Context: an optimization exercise on an open-source flow, tuned for small area, a short achievable clock period and few clock cycles per item. The choices shown serve that exercise and are no tape-out recipe.
Only simulation tests tie the RTL to the original design; equivalence was not proved.

==> fjord <==
==> flow/design.v <==
package orr_pkg;
  localparam int MAX_THREADS = 16;
  localparam int ID_BITS     = 8;
  localparam int PRIO_BITS   = 8;
  localparam int IDX_W       = $clog2(MAX_THREADS);
  localparam int CNT_W       = $clog2(MAX_THREADS + 1);
  localparam logic [1:0] CMD_ADD    = 2'd0;
  localparam logic [1:0] CMD_REMOVE = 2'd1;
  localparam logic [1:0] CMD_SCHED  = 2'd2;
  localparam logic [1:0] ST_OK        = 2'd0;
  localparam logic [1:0] ST_NOT_FOUND = 2'd1;
  localparam logic [1:0] ST_FULL      = 2'd2;
  localparam logic [1:0] ST_PRESENT   = 2'd3;
  typedef struct packed {
    logic load;      
    logic compare;   
    logic locate;    
    logic execute;   
  } dp_cmd_t;
  typedef struct packed {
    logic out_hold;   
  } dp_stat_t;
endpackage
module orr_ctrl (
  input  logic                          clk,
  input  logic                          rst,
  input  logic                          in_valid,
  output logic                          in_stall,
  input  logic [1:0]                    command,
  input  logic [orr_pkg::ID_BITS-1:0]   thread_id,
  input  logic [orr_pkg::PRIO_BITS-1:0] priority_req,
  output logic                          out_valid,
  input  logic                          out_stall,
  output logic [1:0]                    status,
  output logic [orr_pkg::ID_BITS-1:0]   current_id,
  output logic                          current_valid,
  output logic                          move,
  output logic                          exec,
  output logic [1:0]                    cmd_q,
  output logic [orr_pkg::ID_BITS-1:0]   id_q,
  output logic [orr_pkg::PRIO_BITS-1:0] prio_q,
  input  logic [1:0]                    res_status,
  input  logic [orr_pkg::ID_BITS-1:0]   res_id,
  input  logic                          res_valid
);
  logic                        r_full;     
  logic                        e_full;     
  logic                        q_one;      
  logic                        q_two;      
  logic [1:0]                  old_status;
  logic [orr_pkg::ID_BITS-1:0] old_id;
  logic                        old_valid;
  logic                        accept, pop;
  assign exec      = e_full & ~q_two;
  assign move      = r_full & (~e_full | ~q_two);
  assign in_stall  = r_full & e_full & q_two;
  assign accept    = in_valid & ~in_stall;
  assign out_valid = q_one;
  assign pop       = q_one & ~out_stall;
  assign status        = q_two ? old_status : res_status;
  assign current_id    = q_two ? old_id     : res_id;
  assign current_valid = q_two ? old_valid  : res_valid;
  always_ff @(posedge clk) begin
    if (rst) begin
      r_full <= 1'b0;
      e_full <= 1'b0;
      q_one  <= 1'b0;
      q_two  <= 1'b0;
    end else begin
      r_full <= accept | (r_full & ~move);
      e_full <= move | (e_full & ~exec);
      if (exec & ~pop) begin
        q_one <= 1'b1;
        q_two <= q_one;
      end else if (pop & ~exec) begin
        q_one <= q_two;
        q_two <= 1'b0;
      end
    end
  end
  always_ff @(posedge clk) begin
    if (~in_stall) begin
      cmd_q  <= command;
      id_q   <= thread_id;
      prio_q <= priority_req;
    end
    if (~q_two) begin
      old_status <= res_status;
      old_id     <= res_id;
      old_valid  <= res_valid;
    end
  end
endmodule
module orr_datapath (
  input  logic                          clk,
  input  logic                          rst,
  input  logic                          move,
  input  logic                          exec,
  input  logic [1:0]                    cmd_q,
  input  logic [orr_pkg::ID_BITS-1:0]   id_q,
  input  logic [orr_pkg::PRIO_BITS-1:0] prio_q,
  output logic [1:0]                    res_status,
  output logic [orr_pkg::ID_BITS-1:0]   res_id,
  output logic                          res_valid
);
  localparam int N  = orr_pkg::MAX_THREADS;
  localparam int IW = orr_pkg::ID_BITS;
  localparam int PW = orr_pkg::PRIO_BITS;
  logic [N-1:0][IW-1:0] slot_id;
  logic [N-1:0][PW-1:0] slot_prio;
  logic [N-1:0]         slot_valid;
  logic [N-1:0]         slot_mark;
  logic [1:0]           cmd_e;
  logic [IW-1:0]        id_e;
  logic [PW-1:0]        prio_e;
  logic [N-1:0]         hp_e, le_e;    
  logic [N-1:0]         hit_r, le_r, hp_r, hp_f, le_f;
  logic                 same_id, same_le;
  logic [N-1:0]         hit_e;
  logic                 found_e, full, mark_hit, mark_last, any_mark;
  logic                 do_add, do_rem, do_sched;
  logic [N-1:0]         sel_new, sel_up, sel_dn, sel_hold;
  logic [N-1:0]         mark_sched;
  logic [IW-1:0]        sched_id;
  always_comb begin
    for (int i = 0; i < N; i++) begin
      hit_r[i] = slot_valid[i] && (slot_id[i] == id_q);
      le_r[i]  = slot_valid[i] && (slot_prio[i] <= prio_q);
    end
  end
  logic [N-1:0] hp1, hp2, hp3;
  always_comb begin
    for (int i = 0; i < N; i++) begin
      hp1[i]  = hit_r[i] | ((i >= 1) ? hit_r[(i >= 1) ? i-1 : 0] : 1'b0);
      hp2[i]  = hp1[i]   | ((i >= 2) ? hp1[(i >= 2) ? i-2 : 0]   : 1'b0);
      hp3[i]  = hp2[i]   | ((i >= 4) ? hp2[(i >= 4) ? i-4 : 0]   : 1'b0);
      hp_r[i] = hp3[i]   | ((i >= 8) ? hp3[(i >= 8) ? i-8 : 0]   : 1'b0);
    end
  end
  assign same_id = (id_e == id_q);
  assign same_le = (prio_e <= prio_q);
  always_comb begin
    for (int i = 0; i < N; i++) begin
      hp_f[i] = !(do_rem && same_id) &&
                ((sel_hold[i] && hp_r[i]) ||
                 ((sel_new[i] || sel_up[i]) && (same_id || ((i != 0) && hp_r[(i == 0) ? 0 : i-1]))) ||
                 (sel_dn[i] && hp_r[(i == N-1) ? N-1 : i+1]));
      le_f[i] = (sel_hold[i] && le_r[i]) || (sel_new[i] && same_le) ||
                (sel_up[i] && le_r[(i == 0) ? 0 : i-1]) ||
                (sel_dn[i] && (i != N-1) && le_r[(i == N-1) ? N-1 : i+1]);
    end
  end
  always_ff @(posedge clk) begin
    if (move) begin
      cmd_e   <= cmd_q;
      id_e    <= id_q;
      prio_e  <= prio_q;
      hp_e    <= hp_f;
      le_e    <= le_f;
    end
  end
  assign found_e = hp_e[N-1];
  always_comb begin
    for (int i = 0; i < N; i++) hit_e[i] = hp_e[i] && ((i == 0) || !hp_e[(i == 0) ? 0 : i-1]);
  end
  assign full      = slot_valid[N-1];
  assign mark_hit  = |(hit_e & slot_mark);
  assign any_mark  = |slot_mark;
  assign mark_last = |(slot_mark & ~{1'b0, slot_valid[N-1:1]});
  assign do_add   = exec && (cmd_e == orr_pkg::CMD_ADD) && !found_e && !full;
  assign do_rem   = exec && (cmd_e == orr_pkg::CMD_REMOVE) && found_e;
  assign do_sched = exec && (cmd_e == orr_pkg::CMD_SCHED);
  always_comb begin
    for (int i = 0; i < N; i++) begin
      sel_new[i]  = do_add && !le_e[i] && ((i == 0) || le_e[(i == 0) ? 0 : i-1]);
      sel_up[i]   = do_add && (i != 0) && !le_e[(i == 0) ? 0 : i-1];
      sel_dn[i]   = do_rem && hp_e[i];
      sel_hold[i] = !(sel_new[i] || sel_up[i] || sel_dn[i]);
    end
  end
  always_comb begin
    mark_sched[0] = !any_mark || mark_last;
    for (int i = 1; i < N; i++) mark_sched[i] = slot_mark[i-1] && slot_valid[i];
  end
  always_comb begin
    sched_id = '0;
    for (int i = 0; i < N; i++) sched_id = sched_id | ({IW{mark_sched[i]}} & slot_id[i]);
  end
  logic [N-1:0][IW-1:0] id_nx;
  logic [N-1:0][PW-1:0] pr_nx;
  always_comb begin
    for (int i = 0; i < N; i++) begin
      id_nx[i] = ({IW{sel_hold[i]}} & slot_id[i]) | ({IW{sel_new[i]}} & id_e) |
                 ({IW{sel_up[i]}} & ((i == 0) ? '0 : slot_id[(i == 0) ? 0 : i-1])) |
                 ({IW{sel_dn[i]}} & ((i == N-1) ? '0 : slot_id[(i == N-1) ? N-1 : i+1]));
      pr_nx[i] = ({PW{sel_hold[i]}} & slot_prio[i]) | ({PW{sel_new[i]}} & prio_e) |
                 ({PW{sel_up[i]}} & ((i == 0) ? '0 : slot_prio[(i == 0) ? 0 : i-1])) |
                 ({PW{sel_dn[i]}} & ((i == N-1) ? '0 : slot_prio[(i == N-1) ? N-1 : i+1]));
    end
  end
  always_ff @(posedge clk) begin
    slot_id   <= id_nx;
    slot_prio <= pr_nx;
  end
  always_ff @(posedge clk) begin
    if (rst) begin
      slot_valid <= '0;
      slot_mark  <= '0;
    end else begin
      for (int i = 0; i < N; i++) begin
        if (sel_new[i]) begin
          slot_valid[i] <= 1'b1;
          slot_mark[i]  <= 1'b0;
        end else if (sel_up[i]) begin
          slot_valid[i] <= slot_valid[(i == 0) ? 0 : i-1];
          slot_mark[i]  <= slot_mark[(i == 0) ? 0 : i-1];
        end else if (sel_dn[i]) begin
          slot_valid[i] <= (i == N-1) ? 1'b0 : slot_valid[(i == N-1) ? N-1 : i+1];
          slot_mark[i]  <= ((i == N-1) ? 1'b0 : slot_mark[(i == N-1) ? N-1 : i+1]) ||
                           (mark_hit && hit_e[0] && (i < N-1) &&
                            slot_valid[(i >= N-1) ? N-1 : i+1] &&
                            ((i >= N-2) ? 1'b1 : !slot_valid[(i >= N-2) ? N-1 : i+2]));
        end else if (do_rem) begin
          slot_mark[i]  <= slot_mark[i] ||
                           (mark_hit && (i != N-1) && hit_e[(i == N-1) ? N-1 : i+1]);
        end else if (do_sched) begin
          slot_mark[i]  <= mark_sched[i] && slot_valid[0];
        end
      end
    end
  end
  always_ff @(posedge clk) begin
    if (rst) begin
      res_valid <= 1'b0;
      res_id    <= '0;
    end else if (do_rem && mark_hit) begin
      res_valid <= 1'b0;
      res_id    <= '0;
    end else if (do_sched) begin
      res_valid <= slot_valid[0];
      res_id    <= slot_valid[0] ? sched_id : '0;
    end
  end
  always_ff @(posedge clk) begin
    if (exec) begin
      case (cmd_e)
        orr_pkg::CMD_ADD:    res_status <= found_e ? orr_pkg::ST_PRESENT :
                                           full    ? orr_pkg::ST_FULL : orr_pkg::ST_OK;
        orr_pkg::CMD_REMOVE: res_status <= found_e ? orr_pkg::ST_OK : orr_pkg::ST_NOT_FOUND;
        default:             res_status <= orr_pkg::ST_OK;
      endcase
    end
  end
endmodule
module priority_ordered_ready_ring_top (
  input  logic                          clk,
  input  logic                          rst,
  input  logic                          in_valid,
  output logic                          in_stall,
  input  logic [1:0]                    command,
  input  logic [orr_pkg::ID_BITS-1:0]   thread_id,
  input  logic [orr_pkg::PRIO_BITS-1:0] priority_req,
  output logic                          out_valid,
  input  logic                          out_stall,
  output logic [1:0]                    status,
  output logic [orr_pkg::ID_BITS-1:0]   current_id,
  output logic                          current_valid
);
  logic                          move;
  logic                          exec;
  logic [1:0]                    cmd_q;
  logic [orr_pkg::ID_BITS-1:0]   id_q;
  logic [orr_pkg::PRIO_BITS-1:0] prio_q;
  logic [1:0]                    res_status;
  logic [orr_pkg::ID_BITS-1:0]   res_id;
  logic                          res_valid;
  orr_ctrl u_ctrl (
    .clk           (clk),
    .rst           (rst),
    .in_valid      (in_valid),
    .in_stall      (in_stall),
    .command       (command),
    .thread_id     (thread_id),
    .priority_req  (priority_req),
    .out_valid     (out_valid),
    .out_stall     (out_stall),
    .status        (status),
    .current_id    (current_id),
    .current_valid (current_valid),
    .move          (move),
    .exec          (exec),
    .cmd_q         (cmd_q),
    .id_q          (id_q),
    .prio_q        (prio_q),
    .res_status    (res_status),
    .res_id        (res_id),
    .res_valid     (res_valid)
  );
  orr_datapath u_datapath (
    .clk        (clk),
    .rst        (rst),
    .move       (move),
    .exec       (exec),
    .cmd_q      (cmd_q),
    .id_q       (id_q),
    .prio_q     (prio_q),
    .res_status (res_status),
    .res_id     (res_id),
    .res_valid  (res_valid)
  );
endmodule
==> flow/run.sh <==
#!/bin/bash
# synth_recipe.tcl (not shown) runs the flow's synth.tcl, then flattens the netlist and writes it again
# the make line also repeats each setting of config.mk as NAME=value (left out here)
make -C /OpenROAD-flow-scripts/flow DESIGN_CONFIG=/design/flow/config.mk WORK_HOME=/design/flow/orfs CLKGATE_MAP_FILE= SYNTH_SCRIPT=/design/flow/synth_recipe.tcl finish
==> flow/config.mk <==
export PLATFORM = sky130hd
export DESIGN_NAME = priority_ordered_ready_ring_top
export DESIGN_NICKNAME = priority_ordered_ready_ring_top
export VERILOG_FILES = /design/flow/design.v
export SDC_FILE = /design/flow/constraint.sdc
export NUM_CORES = 4
export LEC_CHECK = 0
export CAP_MARGIN = 20
export CORE_MARGIN = 2
export CORE_UTILIZATION = 60
export CTS_BUF_LIST = sky130_fd_sc_hd__clkbuf_4 sky130_fd_sc_hd__clkbuf_8
export SETUP_SLACK_MARGIN = 3.2
export SLEW_MARGIN = 20
==> flow/constraint.sdc <==
create_clock -name core_clock -period 6.0 [get_ports {clk}]
set_input_delay 1.2000 -clock core_clock [delete_from_list [all_inputs] [get_ports {clk}]]
set_output_delay 1.2000 -clock core_clock [all_outputs]
set_load 0.01 [all_outputs]
==> inputs of pepper, as changes to fjord <==
==> flow/design.v, changed modules only <==
module orr_ctrl (
  input  logic                          clk,
  input  logic                          rst,
  input  logic                          in_valid,
  output logic                          in_stall,
  input  logic [1:0]                    command,
  input  logic [orr_pkg::ID_BITS-1:0]   thread_id,
  input  logic [orr_pkg::PRIO_BITS-1:0] priority_req,
  output logic                          out_valid,
  input  logic                          out_stall,
  output logic [1:0]                    status,
  output logic [orr_pkg::ID_BITS-1:0]   current_id,
  output logic                          current_valid,
  output logic                          exec,
  output logic [1:0]                    cmd_q,
  output logic [orr_pkg::ID_BITS-1:0]   id_q,
  output logic [orr_pkg::PRIO_BITS-1:0] prio_q,
  input  logic [1:0]                    res_status,
  input  logic [orr_pkg::ID_BITS-1:0]   res_id,
  input  logic                          res_valid
);
  logic                        in_full;    
  logic                        q_one;      
  logic                        q_two;      
  logic [1:0]                  old_status;
  logic [orr_pkg::ID_BITS-1:0] old_id;
  logic                        old_valid;
  logic                        accept, pop;
  assign exec      = in_full & ~q_two;
  assign in_stall  = in_full & q_two;
  assign accept    = in_valid & ~in_stall;
  assign out_valid = q_one;
  assign pop       = q_one & ~out_stall;
  assign status        = q_two ? old_status : res_status;
  assign current_id    = q_two ? old_id     : res_id;
  assign current_valid = q_two ? old_valid  : res_valid;
  always_ff @(posedge clk) begin
    if (rst) begin
      in_full <= 1'b0;
      q_one   <= 1'b0;
      q_two   <= 1'b0;
    end else begin
      in_full <= accept | (in_full & ~exec);
      if (exec & ~pop) begin
        q_one <= 1'b1;
        q_two <= q_one;
      end else if (pop & ~exec) begin
        q_one <= q_two;
        q_two <= 1'b0;
      end
    end
  end
  always_ff @(posedge clk) begin
    if (~in_stall) begin
      cmd_q  <= command;
      id_q   <= thread_id;
      prio_q <= priority_req;
    end
    if (~q_two) begin
      old_status <= res_status;
      old_id     <= res_id;
      old_valid  <= res_valid;
    end
  end
endmodule
module orr_datapath (
  input  logic                          clk,
  input  logic                          rst,
  input  logic                          exec,
  input  logic [1:0]                    cmd_q,
  input  logic [orr_pkg::ID_BITS-1:0]   id_q,
  input  logic [orr_pkg::PRIO_BITS-1:0] prio_q,
  output logic [1:0]                    res_status,
  output logic [orr_pkg::ID_BITS-1:0]   res_id,
  output logic                          res_valid
);
  localparam int N  = orr_pkg::MAX_THREADS;
  localparam int IW = orr_pkg::ID_BITS;
  localparam int PW = orr_pkg::PRIO_BITS;
  logic [N-1:0][IW-1:0] slot_id;
  logic [N-1:0][PW-1:0] slot_prio;
  logic [N-1:0]         slot_valid;
  logic [N-1:0]         slot_mark;
  logic [N-1:0]         hit, le, hit_pre;
  logic                 found, full, mark_hit, mark_last, any_mark;
  logic                 do_add, do_rem, do_sched;
  logic [N-1:0]         sel_new, sel_up, sel_dn;
  logic [N-1:0]         mark_sched;
  logic [IW-1:0]        sched_id;
  always_comb begin
    for (int i = 0; i < N; i++) begin
      hit[i] = slot_valid[i] && (slot_id[i] == id_q);
      le[i]  = slot_valid[i] && (slot_prio[i] <= prio_q);
    end
  end
  always_comb begin
    hit_pre[0] = hit[0];
    for (int i = 1; i < N; i++) hit_pre[i] = hit_pre[i-1] | hit[i];
  end
  assign found     = |hit;
  assign full      = slot_valid[N-1];
  assign mark_hit  = |(hit & slot_mark);
  assign any_mark  = |slot_mark;
  assign mark_last = |(slot_mark & ~{1'b0, slot_valid[N-1:1]});
  assign do_add   = exec && (cmd_q == orr_pkg::CMD_ADD) && !found && !full;
  assign do_rem   = exec && (cmd_q == orr_pkg::CMD_REMOVE);
  assign do_sched = exec && (cmd_q == orr_pkg::CMD_SCHED);
  always_comb begin
    for (int i = 0; i < N; i++) begin
      sel_new[i] = do_add && !le[i] && ((i == 0) || le[(i == 0) ? 0 : i-1]);
      sel_up[i]  = do_add && (i != 0) && !le[(i == 0) ? 0 : i-1];
      sel_dn[i]  = do_rem && hit_pre[i];
    end
  end
  always_comb begin
    mark_sched[0] = !any_mark || mark_last;
    for (int i = 1; i < N; i++) mark_sched[i] = slot_mark[i-1] && slot_valid[i];
  end
  always_comb begin
    sched_id = '0;
    for (int i = 0; i < N; i++) sched_id = sched_id | ({IW{mark_sched[i]}} & slot_id[i]);
  end
  always_ff @(posedge clk) begin
    for (int i = 0; i < N; i++) begin
      if (sel_new[i]) begin
        slot_id[i]   <= id_q;
        slot_prio[i] <= prio_q;
      end else if (sel_up[i]) begin
        slot_id[i]   <= slot_id[(i == 0) ? 0 : i-1];
        slot_prio[i] <= slot_prio[(i == 0) ? 0 : i-1];
      end else if (sel_dn[i] && (i != N-1)) begin
        slot_id[i]   <= slot_id[(i == N-1) ? N-1 : i+1];
        slot_prio[i] <= slot_prio[(i == N-1) ? N-1 : i+1];
      end
    end
  end
  always_ff @(posedge clk) begin
    if (rst) begin
      slot_valid <= '0;
      slot_mark  <= '0;
    end else begin
      for (int i = 0; i < N; i++) begin
        if (sel_new[i]) begin
          slot_valid[i] <= 1'b1;
          slot_mark[i]  <= 1'b0;
        end else if (sel_up[i]) begin
          slot_valid[i] <= slot_valid[(i == 0) ? 0 : i-1];
          slot_mark[i]  <= slot_mark[(i == 0) ? 0 : i-1];
        end else if (sel_dn[i]) begin
          slot_valid[i] <= (i == N-1) ? 1'b0 : slot_valid[(i == N-1) ? N-1 : i+1];
          slot_mark[i]  <= ((i == N-1) ? 1'b0 : slot_mark[(i == N-1) ? N-1 : i+1]) ||
                           (mark_hit && (i != N-1) && hit[(i == N-1) ? N-1 : i+1]) ||
                           (mark_hit && hit[0] && (i < N-1) &&
                            slot_valid[(i >= N-1) ? N-1 : i+1] &&
                            ((i >= N-2) ? 1'b1 : !slot_valid[(i >= N-2) ? N-1 : i+2]));
        end else if (do_rem) begin
          slot_mark[i]  <= slot_mark[i] ||
                           (mark_hit && (i != N-1) && hit[(i == N-1) ? N-1 : i+1]);
        end else if (do_sched) begin
          slot_mark[i]  <= mark_sched[i] && slot_valid[0];
        end
      end
    end
  end
  always_ff @(posedge clk) begin
    if (rst) begin
      res_valid <= 1'b0;
      res_id    <= '0;
    end else if (do_rem && mark_hit) begin
      res_valid <= 1'b0;
      res_id    <= '0;
    end else if (do_sched) begin
      res_valid <= slot_valid[0];
      res_id    <= slot_valid[0] ? sched_id : '0;
    end
  end
  always_ff @(posedge clk) begin
    if (exec) begin
      case (cmd_q)
        orr_pkg::CMD_ADD:    res_status <= found ? orr_pkg::ST_PRESENT :
                                           full  ? orr_pkg::ST_FULL : orr_pkg::ST_OK;
        orr_pkg::CMD_REMOVE: res_status <= found ? orr_pkg::ST_OK : orr_pkg::ST_NOT_FOUND;
        default:             res_status <= orr_pkg::ST_OK;
      endcase
    end
  end
endmodule
module priority_ordered_ready_ring_top (
  input  logic                          clk,
  input  logic                          rst,
  input  logic                          in_valid,
  output logic                          in_stall,
  input  logic [1:0]                    command,
  input  logic [orr_pkg::ID_BITS-1:0]   thread_id,
  input  logic [orr_pkg::PRIO_BITS-1:0] priority_req,
  output logic                          out_valid,
  input  logic                          out_stall,
  output logic [1:0]                    status,
  output logic [orr_pkg::ID_BITS-1:0]   current_id,
  output logic                          current_valid
);
  logic                          exec;
  logic [1:0]                    cmd_q;
  logic [orr_pkg::ID_BITS-1:0]   id_q;
  logic [orr_pkg::PRIO_BITS-1:0] prio_q;
  logic [1:0]                    res_status;
  logic [orr_pkg::ID_BITS-1:0]   res_id;
  logic                          res_valid;
  orr_ctrl u_ctrl (
    .clk           (clk),
    .rst           (rst),
    .in_valid      (in_valid),
    .in_stall      (in_stall),
    .command       (command),
    .thread_id     (thread_id),
    .priority_req  (priority_req),
    .out_valid     (out_valid),
    .out_stall     (out_stall),
    .status        (status),
    .current_id    (current_id),
    .current_valid (current_valid),
    .exec          (exec),
    .cmd_q         (cmd_q),
    .id_q          (id_q),
    .prio_q        (prio_q),
    .res_status    (res_status),
    .res_id        (res_id),
    .res_valid     (res_valid)
  );
  orr_datapath u_datapath (
    .clk        (clk),
    .rst        (rst),
    .exec       (exec),
    .cmd_q      (cmd_q),
    .id_q       (id_q),
    .prio_q     (prio_q),
    .res_status (res_status),
    .res_id     (res_id),
    .res_valid  (res_valid)
  );
endmodule
CORE_UTILIZATION = 40   (was 60)
CTS_BUF_LIST = unset   (was sky130_fd_sc_hd__clkbuf_4 sky130_fd_sc_hd__clkbuf_8)
SETUP_SLACK_MARGIN = unset   (was 3.2)
==> impl_metrics.csv <==
group,metric,value,unit
run_status,status,"finished clean",
min_path,min_from,"u_datapath.res_id[3]$_SDFFE_PP0P_",
detailed_routing,routedWlPerCell,30.03,um
worst_setup_path,cp_cell_sequence,"buf_4 -> xor2_1 -> nor3_1 -> and3_1 -> nor3_1 -> nand3_1 -> a211o_1 -> o21ai_1 -> buf_4",
final_layout,num-multi-input-gates,1711,
Source of the figures above: pepper

==> impl_metrics.csv <==
group,metric,value,unit
min_path,min_from,"u_ctrl.cmd_q[0]$_DFFE_PN_",
worst_setup_path,cp_cell_sequence,"clkbuf_16 -> mux2_2 -> buf_6",
final_layout,num-multi-input-gates,1839,
run_status,status,"finished clean",
Source of the figures above: fjord

Testbench counts of fjord, summed over its fixed seeds: cycles 24,024, items 24,000.
Testbench counts of pepper, summed over its fixed seeds: cycles 24,016, items 24,000.

==> re-timing with driven ports <==
The flow's constraints put no driver on any port. The routed layouts listed below were extracted and timed again, unchanged, in two steps.
Step 1, drivers: a clkbuf_16 drives clk and a buf_2 each remaining input, both assumed.
Step 2 also shifts input and output timing later by t, the mid clock arrival at the registers, as if the neighbouring blocks saw the same clock.
Three values: ideal, step 1, step 2; two values: the first two.
run | shift t [ns] | slack for setup (ns) | hold WS [ns] | worst setup path at the end | cell pins on the clock port's net
fjord | 0.692 | 3.105 / 3.050 / 3.174 | 0.429 / 0.429 / 0.429 | register to register | 1
pepper | 0.653 | 1.157 / 1.157 / 1.157 | 0.453 / 0.453 / 0.453 | register to register | 1
After both steps setup and hold are still met in every run listed.
